This is an optimization exercise on Yosys and OpenROAD, whose aim is small area, a short achievable clock period and few clock cycles, not a production implementation.
Where RTL was checked, it was by simulation tests only, not by an equivalence proof against the original.
Power figures rest on the tool's default switching activity, not on a simulated workload. The flow treats the clock pin as an ideal source, which a real chip does not have.

==> inputs of build 15 <==
==> flow/design.v <==
package b3sd_pkg;
   localparam int MAX_WIDTH = 128;
   localparam int MAX_ROWS  = 1024;
   localparam int MIN_DIM   = 3;
   localparam int PIX_W   = 5;
   localparam int COL_W   = $clog2(MAX_WIDTH);
   localparam int ROW_W   = $clog2(MAX_ROWS);
   localparam int RW_W    = 8;
   localparam int FR_W    = 11;
   localparam int LVL_W   = 5;
   localparam int SUM_W   = 9;
   localparam int THR_W   = 10;
   localparam int CSR_IDX_W  = 2;
   localparam int CSR_DATA_W = 11;
   localparam int NINE = 9;
   localparam logic [CSR_IDX_W-1:0] REG_ROW_WIDTH  = 2'd0;
   localparam logic [CSR_IDX_W-1:0] REG_FRAME_ROWS = 2'd1;
   localparam logic [CSR_IDX_W-1:0] REG_STAR_LEVEL = 2'd2;
   localparam logic [RW_W-1:0]  ROW_WIDTH_RST  = 8'd80;
   localparam logic [FR_W-1:0]  FRAME_ROWS_RST = 11'd20;
   localparam logic [LVL_W-1:0] STAR_LEVEL_RST = 5'd10;
   typedef struct packed {
      logic [PIX_W-1:0] top;
      logic [PIX_W-1:0] mid;
   } line_word_type;
   typedef struct packed {
      logic             en;
      logic [COL_W-1:0] addr;
      line_word_type    data;
   } line_wr_type;
endpackage
module b3sd_line_ram (
   input  logic                         clock,
   input  logic                         wr_en,
   input  logic [b3sd_pkg::PIX_W-1:0]   wr_pixel,
   output logic [2*b3sd_pkg::PIX_W-1:0] rd_data,
   output logic [2*b3sd_pkg::PIX_W-1:0] nx_data
);
   localparam int PIX_W  = b3sd_pkg::PIX_W;
   localparam int WORD_W = 2 * PIX_W;
   localparam int SLOTS  = b3sd_pkg::MAX_WIDTH;
   logic [WORD_W-1:0] slot [SLOTS];
   always_ff @(posedge clock) begin
      slot[0] <= wr_en ? {slot[SLOTS-1][PIX_W-1:0], wr_pixel} : slot[SLOTS-1];
   end
   for (genvar i = 1; i < SLOTS; i++) begin : g_slot
      always_ff @(posedge clock) begin
         slot[i] <= slot[i-1];
      end
   end
   assign rd_data = slot[SLOTS-1];
   assign nx_data = slot[SLOTS-2];
endmodule
module box3x3_star_detect_top (
   input  logic                           clock,
   input  logic                           reset,
   input  logic                           req_valid,
   output logic                           req_ready,
   input  logic [b3sd_pkg::PIX_W-1:0]     req_pixel,
   output logic                           rsp_valid,
   input  logic                           rsp_ready,
   output logic                           rsp_star,
   output logic                           rsp_end_of_row,
   output logic                           rsp_end_of_frame,
   input  logic                           csr_valid,
   output logic                           csr_ready,
   input  logic [b3sd_pkg::CSR_IDX_W-1:0] csr_index,
   input  logic [b3sd_pkg::CSR_DATA_W-1:0] csr_data
);
   localparam int PIX_W  = b3sd_pkg::PIX_W;
   localparam int LVL_W  = b3sd_pkg::LVL_W;
   localparam int VS_W   = 7;    
   localparam int QDEPTH = 4;    
   localparam int CAP    = 4;    
   function automatic logic [10:0] inc11(input logic [10:0] x);
      logic [10:0] p;
      p = x;
      for (int d = 1; d < 11; d = d * 2) begin
         for (int i = 10; i >= d; i--) begin
            p[i] = p[i] & p[i-d];
         end
      end
      inc11 = x ^ {p[9:0], 1'b1};
   endfunction
   function automatic logic [10:0] dec11(input logic [10:0] x);
      logic [10:0] p;
      p = ~x;
      for (int d = 1; d < 11; d = d * 2) begin
         for (int i = 10; i >= d; i--) begin
            p[i] = p[i] & p[i-d];
         end
      end
      dec11 = x ^ {p[9:0], 1'b1};
   endfunction
   function automatic logic carry10(input logic [9:0] a, input logic [9:0] b);
      logic [9:0] g, p;
      g = a & b;
      p = a ^ b;
      for (int d = 1; d < 10; d = d * 2) begin
         for (int i = 9; i >= d; i--) begin
            g[i] = g[i] | (p[i] & g[i-d]);
            p[i] = p[i] & p[i-d];
         end
      end
      carry10 = g[9];
   endfunction
   function automatic logic [6:0] add7(input logic [6:0] a, input logic [6:0] b);
      logic [6:0] g, p, h;
      g = a & b;
      p = a ^ b;
      h = p;
      for (int d = 1; d < 7; d = d * 2) begin
         for (int i = 6; i >= d; i--) begin
            g[i] = g[i] | (p[i] & g[i-d]);
            p[i] = p[i] & p[i-d];
         end
      end
      add7 = h ^ {g[5:0], 1'b0};
   endfunction
   function automatic logic [9:0] add10(input logic [9:0] a, input logic [9:0] b);
      logic [9:0] g, p, h;
      g = a & b;
      p = a ^ b;
      h = p;
      for (int d = 1; d < 10; d = d * 2) begin
         for (int i = 9; i >= d; i--) begin
            g[i] = g[i] | (p[i] & g[i-d]);
            p[i] = p[i] & p[i-d];
         end
      end
      add10 = h ^ {g[8:0], 1'b0};
   endfunction
   function automatic logic [7:0] add8(input logic [7:0] a, input logic [7:0] b);
      logic [7:0] g, p, h;
      g = a & b;
      p = a ^ b;
      h = p;
      for (int d = 1; d < 8; d = d * 2) begin
         for (int i = 7; i >= d; i--) begin
            g[i] = g[i] | (p[i] & g[i-d]);
            p[i] = p[i] & p[i-d];
         end
      end
      add8 = h ^ {g[6:0], 1'b0};
   endfunction
   logic [6:0]       wm1_ff;     
   logic [9:0]       hm1_ff;     
   logic [LVL_W-1:0] lvl_ff;
   logic [6:0]       wm1_in;
   logic [9:0]       hm1_in;
   logic [10:0]      data_dec;
   assign csr_ready = 1'b1;
   assign data_dec  = dec11(csr_data);
   always_comb begin
      if (csr_data[7:0] < 8'd3) begin
         wm1_in = 7'd2;
      end else if (csr_data[7:0] > 8'd128) begin
         wm1_in = 7'd127;
      end else begin
         wm1_in = data_dec[6:0];
      end
      if (csr_data < 11'd3) begin
         hm1_in = 10'd2;
      end else if (csr_data > 11'd1024) begin
         hm1_in = 10'd1023;
      end else begin
         hm1_in = data_dec[9:0];
      end
   end
   always_ff @(posedge clock) begin
      if (reset) begin
         wm1_ff <= 7'd79;
         hm1_ff <= 10'd19;
         lvl_ff <= LVL_W'(10);
      end else if (csr_valid) begin
         case (csr_index)
            b3sd_pkg::REG_ROW_WIDTH:  wm1_ff <= wm1_in;
            b3sd_pkg::REG_FRAME_ROWS: hm1_ff <= hm1_in;
            b3sd_pkg::REG_STAR_LEVEL: lvl_ff <= csr_data[LVL_W-1:0];
            default: ;
         endcase
      end
   end
   logic        rdy_ff;
   logic        accept;
   logic [7:0]  c1_ff;       
   logic [10:0] r1_ff;       
   logic        lc_ff;       
   logic        lr_ff;       
   logic        c1_ge, c1_eq, r1_ge, r1_eq;
   logic        org_ff;      
   logic [6:0]  due_ff;      
   logic        interior;
   logic [10:0] c1_inc_w, due_inc_w;
   logic [7:0]  c1_inc;
   logic [10:0] r1_inc;
   logic [2*PIX_W-1:0] rd_word, nx_word;
   assign accept    = req_valid && rdy_ff;
   assign interior  = (c1_ff >= 8'd3) && (r1_ff >= 11'd3);
   assign c1_ge     = c1_ff >= {1'b0, wm1_ff};
   assign c1_eq     = c1_ff == {1'b0, wm1_ff};
   assign r1_ge     = r1_ff >= {1'b0, hm1_ff};
   assign r1_eq     = r1_ff == {1'b0, hm1_ff};
   assign c1_inc_w  = inc11({3'b0, c1_ff});
   assign c1_inc    = c1_inc_w[7:0];
   assign r1_inc    = inc11(r1_ff);
   assign due_inc_w = inc11({4'b0, due_ff});
   always_ff @(posedge clock) begin
      if (reset) begin
         c1_ff <= 8'd1;
         r1_ff <= 11'd1;
      end else if (accept) begin
         if (lc_ff) begin
            c1_ff <= 8'd1;
            r1_ff <= lr_ff ? 11'd1 : r1_inc;
         end else begin
            c1_ff <= c1_inc;
         end
      end
   end
   always_ff @(posedge clock) begin
      if (reset) begin
         lc_ff  <= 1'b0;
         lr_ff  <= 1'b0;
         org_ff <= 1'b1;
      end else if (accept) begin
         lc_ff  <= !lc_ff && c1_ge;
         lr_ff  <= lc_ff ? (!lr_ff && r1_ge) : lr_ff;
         org_ff <= lc_ff && lr_ff;
      end else begin
         lc_ff  <= c1_ge && !c1_eq;
         lr_ff  <= r1_ge && !r1_eq;
      end
   end
   always_ff @(posedge clock) begin
      due_ff <= (accept && org_ff) ? 7'd3 : due_inc_w[6:0];
   end
   b3sd_line_ram u_line_ram (
      .clock    (clock),
      .wr_en    (accept),
      .wr_pixel (req_pixel),
      .rd_data  (rd_word),
      .nx_data  (nx_word)
   );
   logic             s1_v, s1_r, s1_eor, s1_eof;
   logic [VS_W-1:0]  s1_vs;
   logic [VS_W-1:0]  v1_ff;    
   logic [7:0]       p_ff;     
   logic [9:0]       k_lvl;
   logic [10:0]      st_s, st_c;
   logic             star;
   logic [5:0] tm_ff;
   logic [6:0] tm_w;
   assign tm_w = add7(7'(nx_word[2*PIX_W-1:PIX_W]), 7'(nx_word[PIX_W-1:0]));
   always_ff @(posedge clock) begin
      tm_ff <= tm_w[5:0];
   end
   always_ff @(posedge clock) begin
      s1_v   <= accept;
      s1_r   <= accept && interior && !reset;
      s1_eor <= lc_ff;
      s1_eof <= lc_ff && lr_ff;
      s1_vs  <= add7(7'(tm_ff), 7'(req_pixel));
   end
   always_ff @(posedge clock) begin
      if (s1_v) begin
         v1_ff <= s1_vs;
         p_ff  <= add8({1'b0, s1_vs}, {1'b0, v1_ff});
      end
   end
   logic [10:0] lvl_inc;
   logic [9:0]  k_w;
   assign lvl_inc = inc11({6'b0, lvl_ff});
   assign k_w     = ~add10({lvl_inc[6:0], 3'b000}, {5'b0, lvl_ff});
   always_ff @(posedge clock) begin
      k_lvl <= k_w;
   end
   assign st_s = 11'(s1_vs) ^ 11'(p_ff) ^ 11'(k_lvl);
   assign st_c = {(10'(s1_vs) & 10'(p_ff)) | (10'(s1_vs) & k_lvl) | (10'(p_ff) & k_lvl), 1'b0};
   assign star = st_s[10] ^ st_c[10] ^ carry10(st_s[9:0], st_c[9:0]);
   logic s2_r, s2_star, s2_eor, s2_eof;
   always_ff @(posedge clock) begin
      s2_r    <= s1_r && !reset;
      s2_star <= star;
      s2_eor  <= s1_eor;
      s2_eof  <= s1_eof;
   end
   logic [QDEPTH-1:0] qv_ff;                  
   logic [2:0]        qe_ff [QDEPTH];
   logic              ovn_ff;                 
   logic [2:0]        oc_ff;                  
   logic [2:0]        oc_in;
   logic [QDEPTH-1:0] sv;
   logic [2:0]        se [QDEPTH];
   logic [2:0]        res_w;
   logic              pop, push;
   logic [QDEPTH-1:0] wh;
   assign res_w = {s2_star, s2_eor, s2_eof};
   assign pop   = qv_ff[0] && rsp_ready;
   assign push  = s2_r;
   always_comb begin
      for (int i = 0; i < QDEPTH; i++) begin
         if (i == QDEPTH - 1) begin
            sv[i] = pop ? 1'b0 : qv_ff[i];
            se[i] = qe_ff[i];
         end else begin
            sv[i] = pop ? qv_ff[i+1] : qv_ff[i];
            se[i] = pop ? qe_ff[i+1] : qe_ff[i];
         end
         wh[i] = push && !sv[i] && ((i == 0) || sv[(i == 0) ? 0 : i-1]);
      end
   end
   always_ff @(posedge clock) begin
      for (int i = 0; i < QDEPTH; i++) begin
         qe_ff[i] <= wh[i] ? res_w : se[i];
      end
   end
   always_comb begin
      if (pop) begin
         oc_in = (push && !qv_ff[1]) ? res_w : qe_ff[1];
      end else begin
         oc_in = (push && !qv_ff[0]) ? res_w : qe_ff[0];
      end
   end
   always_ff @(posedge clock) begin
      oc_ff <= oc_in;
   end
   always_ff @(posedge clock) begin
      if (reset) begin
         qv_ff  <= '0;
         ovn_ff <= 1'b1;
      end else begin
         qv_ff <= sv | wh;
         ovn_ff <= !(sv[0] || wh[0]);
      end
   end
   logic [CAP-1:0] cr_ff;
   logic [CAP-1:0] cr_in;
   logic           add_tok;
   logic           rdy_out_ff;    
   logic           due_a, due_n, rdy_in;
   assign add_tok = accept && interior;
   always_comb begin
      if (add_tok && !pop) begin
         cr_in = {1'b0, cr_ff[CAP-1:1]};
      end else if (!add_tok && pop) begin
         cr_in = {cr_ff[CAP-2:0], 1'b1};
      end else begin
         cr_in = cr_ff;
      end
   end
   assign due_a  = !lc_ff || lr_ff || c1_ff[7];
   assign due_n  = org_ff || (due_ff == c1_ff[6:0]);
   logic pv11, pv10, pv01, pv00;
   logic room_a1, room_a0;
   assign room_a1 = interior ? cr_ff[0] : 1'b1;            
   assign room_a0 = interior ? cr_ff[1] : cr_ff[0];        
   assign pv11 = rdy_ff ? (qv_ff[0] ? (due_a && room_a1) : (due_a && room_a0))
                        : (qv_ff[0] ? due_n : (due_n && cr_ff[0]));
   assign pv10 = rdy_ff ? (due_a && room_a0) : (due_n && cr_ff[0]);
   assign pv01 = qv_ff[0] ? due_n : (due_n && cr_ff[0]);
   assign pv00 = due_n && cr_ff[0];
   always_comb begin
      if (csr_valid) begin
         rdy_in = 1'b0;
      end else if (req_valid) begin
         rdy_in = rsp_ready ? pv11 : pv10;
      end else begin
         rdy_in = rsp_ready ? pv01 : pv00;
      end
   end
   always_ff @(posedge clock) begin
      if (reset) begin
         cr_ff      <= '1;
         rdy_ff     <= 1'b1;
         rdy_out_ff <= 1'b1;
      end else begin
         cr_ff      <= cr_in;
         rdy_ff     <= rdy_in;
         rdy_out_ff <= rsp_ready ? (!csr_valid && (req_valid ? pv11 : pv01))
                                 : (!csr_valid && (req_valid ? pv10 : pv00));
      end
   end
   assign req_ready        = rdy_out_ff;
   assign rsp_valid        = !ovn_ff;
   assign rsp_star         = oc_ff[2];
   assign rsp_end_of_row   = oc_ff[1];
   assign rsp_end_of_frame = oc_ff[0];
endmodule
==> flow/flow/run.sh <==
#!/bin/bash
# Standard layout with plain buffers on the ports and no CTS dummy loads.
set -euo pipefail
export BUFFER_PORTS_ARGS="-buffer_cell sky130_fd_sc_hd__buf_2"
export CTS_ARGS="-sink_clustering_enable -repair_clock_nets -dont_use_dummy_load -sink_clustering_size 30 -sink_clustering_max_diameter 100"
bash standard.sh > standard.log 2>&1
==> flow/standard.sh <==
#!/bin/bash
# synth_recipe.tcl (not shown) runs the flow's synth.tcl, then flattens the netlist and writes it again
# the make line also repeats each setting of config.mk as NAME=value (left out here)
make -C /OpenROAD-flow-scripts/flow DESIGN_CONFIG=/design/flow/config.mk WORK_HOME=/design/flow/orfs CLKGATE_MAP_FILE= SYNTH_SCRIPT=/design/flow/synth_recipe.tcl "${@:-finish}"
==> flow/config.mk <==
export PLATFORM = sky130hd
export DESIGN_NAME = box3x3_star_detect_top
export DESIGN_NICKNAME = box3x3_star_detect_top
export VERILOG_FILES = /design/flow/design.v
export SDC_FILE = /design/flow/constraint.sdc
export NUM_CORES = 4
export LEC_CHECK = 0
export CAP_MARGIN = 20
export CORE_MARGIN = 2
export CORE_UTILIZATION = 70
export CTS_CLUSTER_DIAMETER = 100
export CTS_CLUSTER_SIZE = 30
export SETUP_SLACK_MARGIN = 3.2
export SLEW_MARGIN = 20
==> flow/constraint.sdc <==
create_clock -name core_clock -period 5.5 [get_ports {clock}]
set_input_delay 1.1000 -clock core_clock [delete_from_list [all_inputs] [get_ports {clock}]]
set_output_delay 1.1000 -clock core_clock [all_outputs]
set_load 0.01 [all_outputs]
==> inputs of trial 62, as changes to build 15 <==
--- a/flow/design.v
+++ b/flow/design.v
@@ -34,6 +34,5 @@
    input  logic                         wr_en,
    input  logic [b3sd_pkg::PIX_W-1:0]   wr_pixel,
-   output logic [2*b3sd_pkg::PIX_W-1:0] rd_data,
-   output logic [2*b3sd_pkg::PIX_W-1:0] nx_data
+   output logic [2*b3sd_pkg::PIX_W-1:0] rd_data
 );
    localparam int PIX_W  = b3sd_pkg::PIX_W;
@@ -50,5 +49,4 @@
    end
    assign rd_data = slot[SLOTS-1];
-   assign nx_data = slot[SLOTS-2];
 endmodule
 module box3x3_star_detect_top (
@@ -118,17 +116,4 @@
       add7 = h ^ {g[5:0], 1'b0};
    endfunction
-   function automatic logic [9:0] add10(input logic [9:0] a, input logic [9:0] b);
-      logic [9:0] g, p, h;
-      g = a & b;
-      p = a ^ b;
-      h = p;
-      for (int d = 1; d < 10; d = d * 2) begin
-         for (int i = 9; i >= d; i--) begin
-            g[i] = g[i] | (p[i] & g[i-d]);
-            p[i] = p[i] & p[i-d];
-         end
-      end
-      add10 = h ^ {g[8:0], 1'b0};
-   endfunction
    function automatic logic [7:0] add8(input logic [7:0] a, input logic [7:0] b);
       logic [7:0] g, p, h;
@@ -195,5 +180,5 @@
    logic [7:0]  c1_inc;
    logic [10:0] r1_inc;
-   logic [2*PIX_W-1:0] rd_word, nx_word;
+   logic [2*PIX_W-1:0] rd_word;
    assign accept    = req_valid && rdy_ff;
    assign interior  = (c1_ff >= 8'd3) && (r1_ff >= 11'd3);
@@ -240,6 +225,5 @@
       .wr_en    (accept),
       .wr_pixel (req_pixel),
-      .rd_data  (rd_word),
-      .nx_data  (nx_word)
+      .rd_data  (rd_word)
    );
    logic             s1_v, s1_r, s1_eor, s1_eof;
@@ -248,12 +232,11 @@
    logic [7:0]       p_ff;     
    logic [9:0]       k_lvl;
+   logic [6:0]       cs_s, cs_c;
    logic [10:0]      st_s, st_c;
    logic             star;
-   logic [5:0] tm_ff;
-   logic [6:0] tm_w;
-   assign tm_w = add7(7'(nx_word[2*PIX_W-1:PIX_W]), 7'(nx_word[PIX_W-1:0]));
-   always_ff @(posedge clock) begin
-      tm_ff <= tm_w[5:0];
-   end
+   assign cs_s = VS_W'(rd_word[2*PIX_W-1:PIX_W] ^ rd_word[PIX_W-1:0] ^ req_pixel);
+   assign cs_c = {1'b0, (rd_word[2*PIX_W-1:PIX_W] & rd_word[PIX_W-1:0])
+                      | (rd_word[2*PIX_W-1:PIX_W] & req_pixel)
+                      | (rd_word[PIX_W-1:0] & req_pixel), 1'b0};
    always_ff @(posedge clock) begin
       s1_v   <= accept;
@@ -261,5 +244,5 @@
       s1_eor <= lc_ff;
       s1_eof <= lc_ff && lr_ff;
-      s1_vs  <= add7(7'(tm_ff), 7'(req_pixel));
+      s1_vs  <= add7(cs_s, cs_c);
    end
    always_ff @(posedge clock) begin
@@ -269,10 +252,40 @@
       end
    end
-   logic [10:0] lvl_inc;
-   logic [9:0]  k_w;
-   assign lvl_inc = inc11({6'b0, lvl_ff});
-   assign k_w     = ~add10({lvl_inc[6:0], 3'b000}, {5'b0, lvl_ff});
-   always_ff @(posedge clock) begin
-      k_lvl <= k_w;
+   always_comb begin
+      case (lvl_ff)
+         5'd0: k_lvl = 10'd1015;
+         5'd1: k_lvl = 10'd1006;
+         5'd2: k_lvl = 10'd997;
+         5'd3: k_lvl = 10'd988;
+         5'd4: k_lvl = 10'd979;
+         5'd5: k_lvl = 10'd970;
+         5'd6: k_lvl = 10'd961;
+         5'd7: k_lvl = 10'd952;
+         5'd8: k_lvl = 10'd943;
+         5'd9: k_lvl = 10'd934;
+         5'd10: k_lvl = 10'd925;
+         5'd11: k_lvl = 10'd916;
+         5'd12: k_lvl = 10'd907;
+         5'd13: k_lvl = 10'd898;
+         5'd14: k_lvl = 10'd889;
+         5'd15: k_lvl = 10'd880;
+         5'd16: k_lvl = 10'd871;
+         5'd17: k_lvl = 10'd862;
+         5'd18: k_lvl = 10'd853;
+         5'd19: k_lvl = 10'd844;
+         5'd20: k_lvl = 10'd835;
+         5'd21: k_lvl = 10'd826;
+         5'd22: k_lvl = 10'd817;
+         5'd23: k_lvl = 10'd808;
+         5'd24: k_lvl = 10'd799;
+         5'd25: k_lvl = 10'd790;
+         5'd26: k_lvl = 10'd781;
+         5'd27: k_lvl = 10'd772;
+         5'd28: k_lvl = 10'd763;
+         5'd29: k_lvl = 10'd754;
+         5'd30: k_lvl = 10'd745;
+         5'd31: k_lvl = 10'd736;
+         default: k_lvl = 10'd1015;
+      endcase
    end
    assign st_s = 11'(s1_vs) ^ 11'(p_ff) ^ 11'(k_lvl);
@@ -288,7 +301,5 @@
    logic [QDEPTH-1:0] qv_ff;                  
    logic [2:0]        qe_ff [QDEPTH];
-   logic              ovn_ff;                 
-   logic [2:0]        oc_ff;                  
-   logic [2:0]        oc_in;
+   logic              ov_ff;                  
    logic [QDEPTH-1:0] sv;
    logic [2:0]        se [QDEPTH];
@@ -316,21 +327,11 @@
       end
    end
-   always_comb begin
-      if (pop) begin
-         oc_in = (push && !qv_ff[1]) ? res_w : qe_ff[1];
-      end else begin
-         oc_in = (push && !qv_ff[0]) ? res_w : qe_ff[0];
-      end
-   end
-   always_ff @(posedge clock) begin
-      oc_ff <= oc_in;
-   end
    always_ff @(posedge clock) begin
       if (reset) begin
-         qv_ff  <= '0;
-         ovn_ff <= 1'b1;
+         qv_ff <= '0;
+         ov_ff <= 1'b0;
       end else begin
          qv_ff <= sv | wh;
-         ovn_ff <= !(sv[0] || wh[0]);
+         ov_ff <= sv[0] | wh[0];
       end
    end
@@ -339,5 +340,5 @@
    logic           add_tok;
    logic           rdy_out_ff;    
-   logic           due_a, due_n, rdy_in;
+   logic           due_a, due_n, due, rdy_in;
    assign add_tok = accept && interior;
    always_comb begin
@@ -352,22 +353,6 @@
    assign due_a  = !lc_ff || lr_ff || c1_ff[7];
    assign due_n  = org_ff || (due_ff == c1_ff[6:0]);
-   logic pv11, pv10, pv01, pv00;
-   logic room_a1, room_a0;
-   assign room_a1 = interior ? cr_ff[0] : 1'b1;            
-   assign room_a0 = interior ? cr_ff[1] : cr_ff[0];        
-   assign pv11 = rdy_ff ? (qv_ff[0] ? (due_a && room_a1) : (due_a && room_a0))
-                        : (qv_ff[0] ? due_n : (due_n && cr_ff[0]));
-   assign pv10 = rdy_ff ? (due_a && room_a0) : (due_n && cr_ff[0]);
-   assign pv01 = qv_ff[0] ? due_n : (due_n && cr_ff[0]);
-   assign pv00 = due_n && cr_ff[0];
-   always_comb begin
-      if (csr_valid) begin
-         rdy_in = 1'b0;
-      end else if (req_valid) begin
-         rdy_in = rsp_ready ? pv11 : pv10;
-      end else begin
-         rdy_in = rsp_ready ? pv01 : pv00;
-      end
-   end
+   assign due    = accept ? due_a : due_n;
+   assign rdy_in = cr_in[0] && due && !csr_valid;
    always_ff @(posedge clock) begin
       if (reset) begin
@@ -378,12 +363,11 @@
          cr_ff      <= cr_in;
          rdy_ff     <= rdy_in;
-         rdy_out_ff <= rsp_ready ? (!csr_valid && (req_valid ? pv11 : pv01))
-                                 : (!csr_valid && (req_valid ? pv10 : pv00));
+         rdy_out_ff <= rdy_in;
       end
    end
    assign req_ready        = rdy_out_ff;
-   assign rsp_valid        = !ovn_ff;
-   assign rsp_star         = oc_ff[2];
-   assign rsp_end_of_row   = oc_ff[1];
-   assign rsp_end_of_frame = oc_ff[0];
+   assign rsp_valid        = ov_ff;
+   assign rsp_star         = qe_ff[0][2];
+   assign rsp_end_of_row   = qe_ff[0][1];
+   assign rsp_end_of_frame = qe_ff[0][0];
 endmodule
--- a/flow/config.mk
+++ b/flow/config.mk
@@ -7,8 +7,9 @@
 export LEC_CHECK = 0
 export CAP_MARGIN = 20
+export CELL_PAD_IN_SITES_DETAIL_PLACEMENT = 0
+export CELL_PAD_IN_SITES_GLOBAL_PLACEMENT = 0
 export CORE_MARGIN = 2
-export CORE_UTILIZATION = 70
-export CTS_CLUSTER_DIAMETER = 100
-export CTS_CLUSTER_SIZE = 30
+export CORE_UTILIZATION = 78
+export PLACE_DENSITY = 0.84
 export SETUP_SLACK_MARGIN = 3.2
 export SLEW_MARGIN = 20
==> inputs of trial 54, as changes to build 15 <==
--- a/flow/design.v
+++ b/flow/design.v
@@ -339,5 +339,5 @@
    logic           add_tok;
    logic           rdy_out_ff;    
-   logic           due_a, due_n, rdy_in;
+   logic           due_a, due_n, due, rdy_in;
    assign add_tok = accept && interior;
    always_comb begin
@@ -352,22 +352,6 @@
    assign due_a  = !lc_ff || lr_ff || c1_ff[7];
    assign due_n  = org_ff || (due_ff == c1_ff[6:0]);
-   logic pv11, pv10, pv01, pv00;
-   logic room_a1, room_a0;
-   assign room_a1 = interior ? cr_ff[0] : 1'b1;            
-   assign room_a0 = interior ? cr_ff[1] : cr_ff[0];        
-   assign pv11 = rdy_ff ? (qv_ff[0] ? (due_a && room_a1) : (due_a && room_a0))
-                        : (qv_ff[0] ? due_n : (due_n && cr_ff[0]));
-   assign pv10 = rdy_ff ? (due_a && room_a0) : (due_n && cr_ff[0]);
-   assign pv01 = qv_ff[0] ? due_n : (due_n && cr_ff[0]);
-   assign pv00 = due_n && cr_ff[0];
-   always_comb begin
-      if (csr_valid) begin
-         rdy_in = 1'b0;
-      end else if (req_valid) begin
-         rdy_in = rsp_ready ? pv11 : pv10;
-      end else begin
-         rdy_in = rsp_ready ? pv01 : pv00;
-      end
-   end
+   assign due    = accept ? due_a : due_n;
+   assign rdy_in = cr_in[0] && due && !csr_valid;
    always_ff @(posedge clock) begin
       if (reset) begin
@@ -378,6 +362,6 @@
          cr_ff      <= cr_in;
          rdy_ff     <= rdy_in;
-         rdy_out_ff <= rsp_ready ? (!csr_valid && (req_valid ? pv11 : pv01))
-                                 : (!csr_valid && (req_valid ? pv10 : pv00));
+         rdy_out_ff <= accept ? (cr_in[0] && due_a && !csr_valid)
+                              : (cr_in[0] && due_n && !csr_valid);
       end
    end
==> comparison table <==
|  | trial 62 | build 15 | trial 54 |
|---|---|---|---|
| Mean Syn Cell Area | 16.7 µm² | 16.5 µm² | 16.5 µm² |
| Beginning of the worst hold path | - | u_line_ram.slot[79][6] | u_line_ram.slot[16][8] |
| CP Depth | - | 5 | 1 |
| Combinational fraction of design power | - | 0.016 | 0.016 |
| Cell total after placement | 2434 | 2552 | 2541 |
| Result of the run | did not finish | timing/DRC/antenna clean | timing/DRC/antenna clean |
| Failing step | 4_1_cts | - | - |
| Placed wire-length estimate after detailed placement | 31200 µm | 22200 µm | 21700 µm |
| Final worst slack | - | 3.27 ns | 3.27 ns |
| Vias in the first global route | - | 13200 | 13000 |
| Post-layout instance area | - | 34100 µm² | 34000 µm² |
| Clock Latency Late Sink | - | 0.63 ns | 0.63 ns |
| Total met3 wirelength after detailed routing | - | 1420 µm | 1280 µm |
| Count of cell types in the netlist | 66 | 64 | 58 |
| Final critical-path share of the clock period | - | 0.406 | 0.406 |
| Starting Density | 0.793 | 0.707 | 0.705 |
| Post-route worst hold slack | - | 0.296 ns | 0.310 ns |
| Length of the first detailed-routing pass in iterations | - | 5 | 5 |
| DRC | - | 0 | 0 |
Testbench counts of trial 62, summed over its fixed seeds: cycles 49,184.
Only the layout flow was run in build 15 and trial 54; the RTL was not checked for function there.

[separate check: timing with driven ports]
No port has a modelled driver above. Below, the same layouts with a new extraction and two added sets of constraints.
Step 1: set_driving_cell puts a clkbuf_16 on clock and a buf_2 on each other input, an assumption about the parent block.
Step 2 also shifts input and output timing later by t, the mid clock arrival at the registers, as if the neighbouring blocks saw the same clock.
a / b / c = ideal / step 1 / step 2; a / b = the first two.
run | t, ns | setup slack, ns | hold WS [ns] | worst setup path after step 2
build 15 | 0.663 | 3.268 / 3.278 / 2.642 | 0.296 / 0.296 / 0.296 | input to register
trial 54 | 0.665 | 3.270 / 3.212 / 2.745 | 0.310 / 0.310 / 0.310 | input to register
After both steps every run listed still meets setup and hold. The setup slack of build 15, which loses most, moves by +0.010 ns with the drivers and by -0.626 ns with both steps.
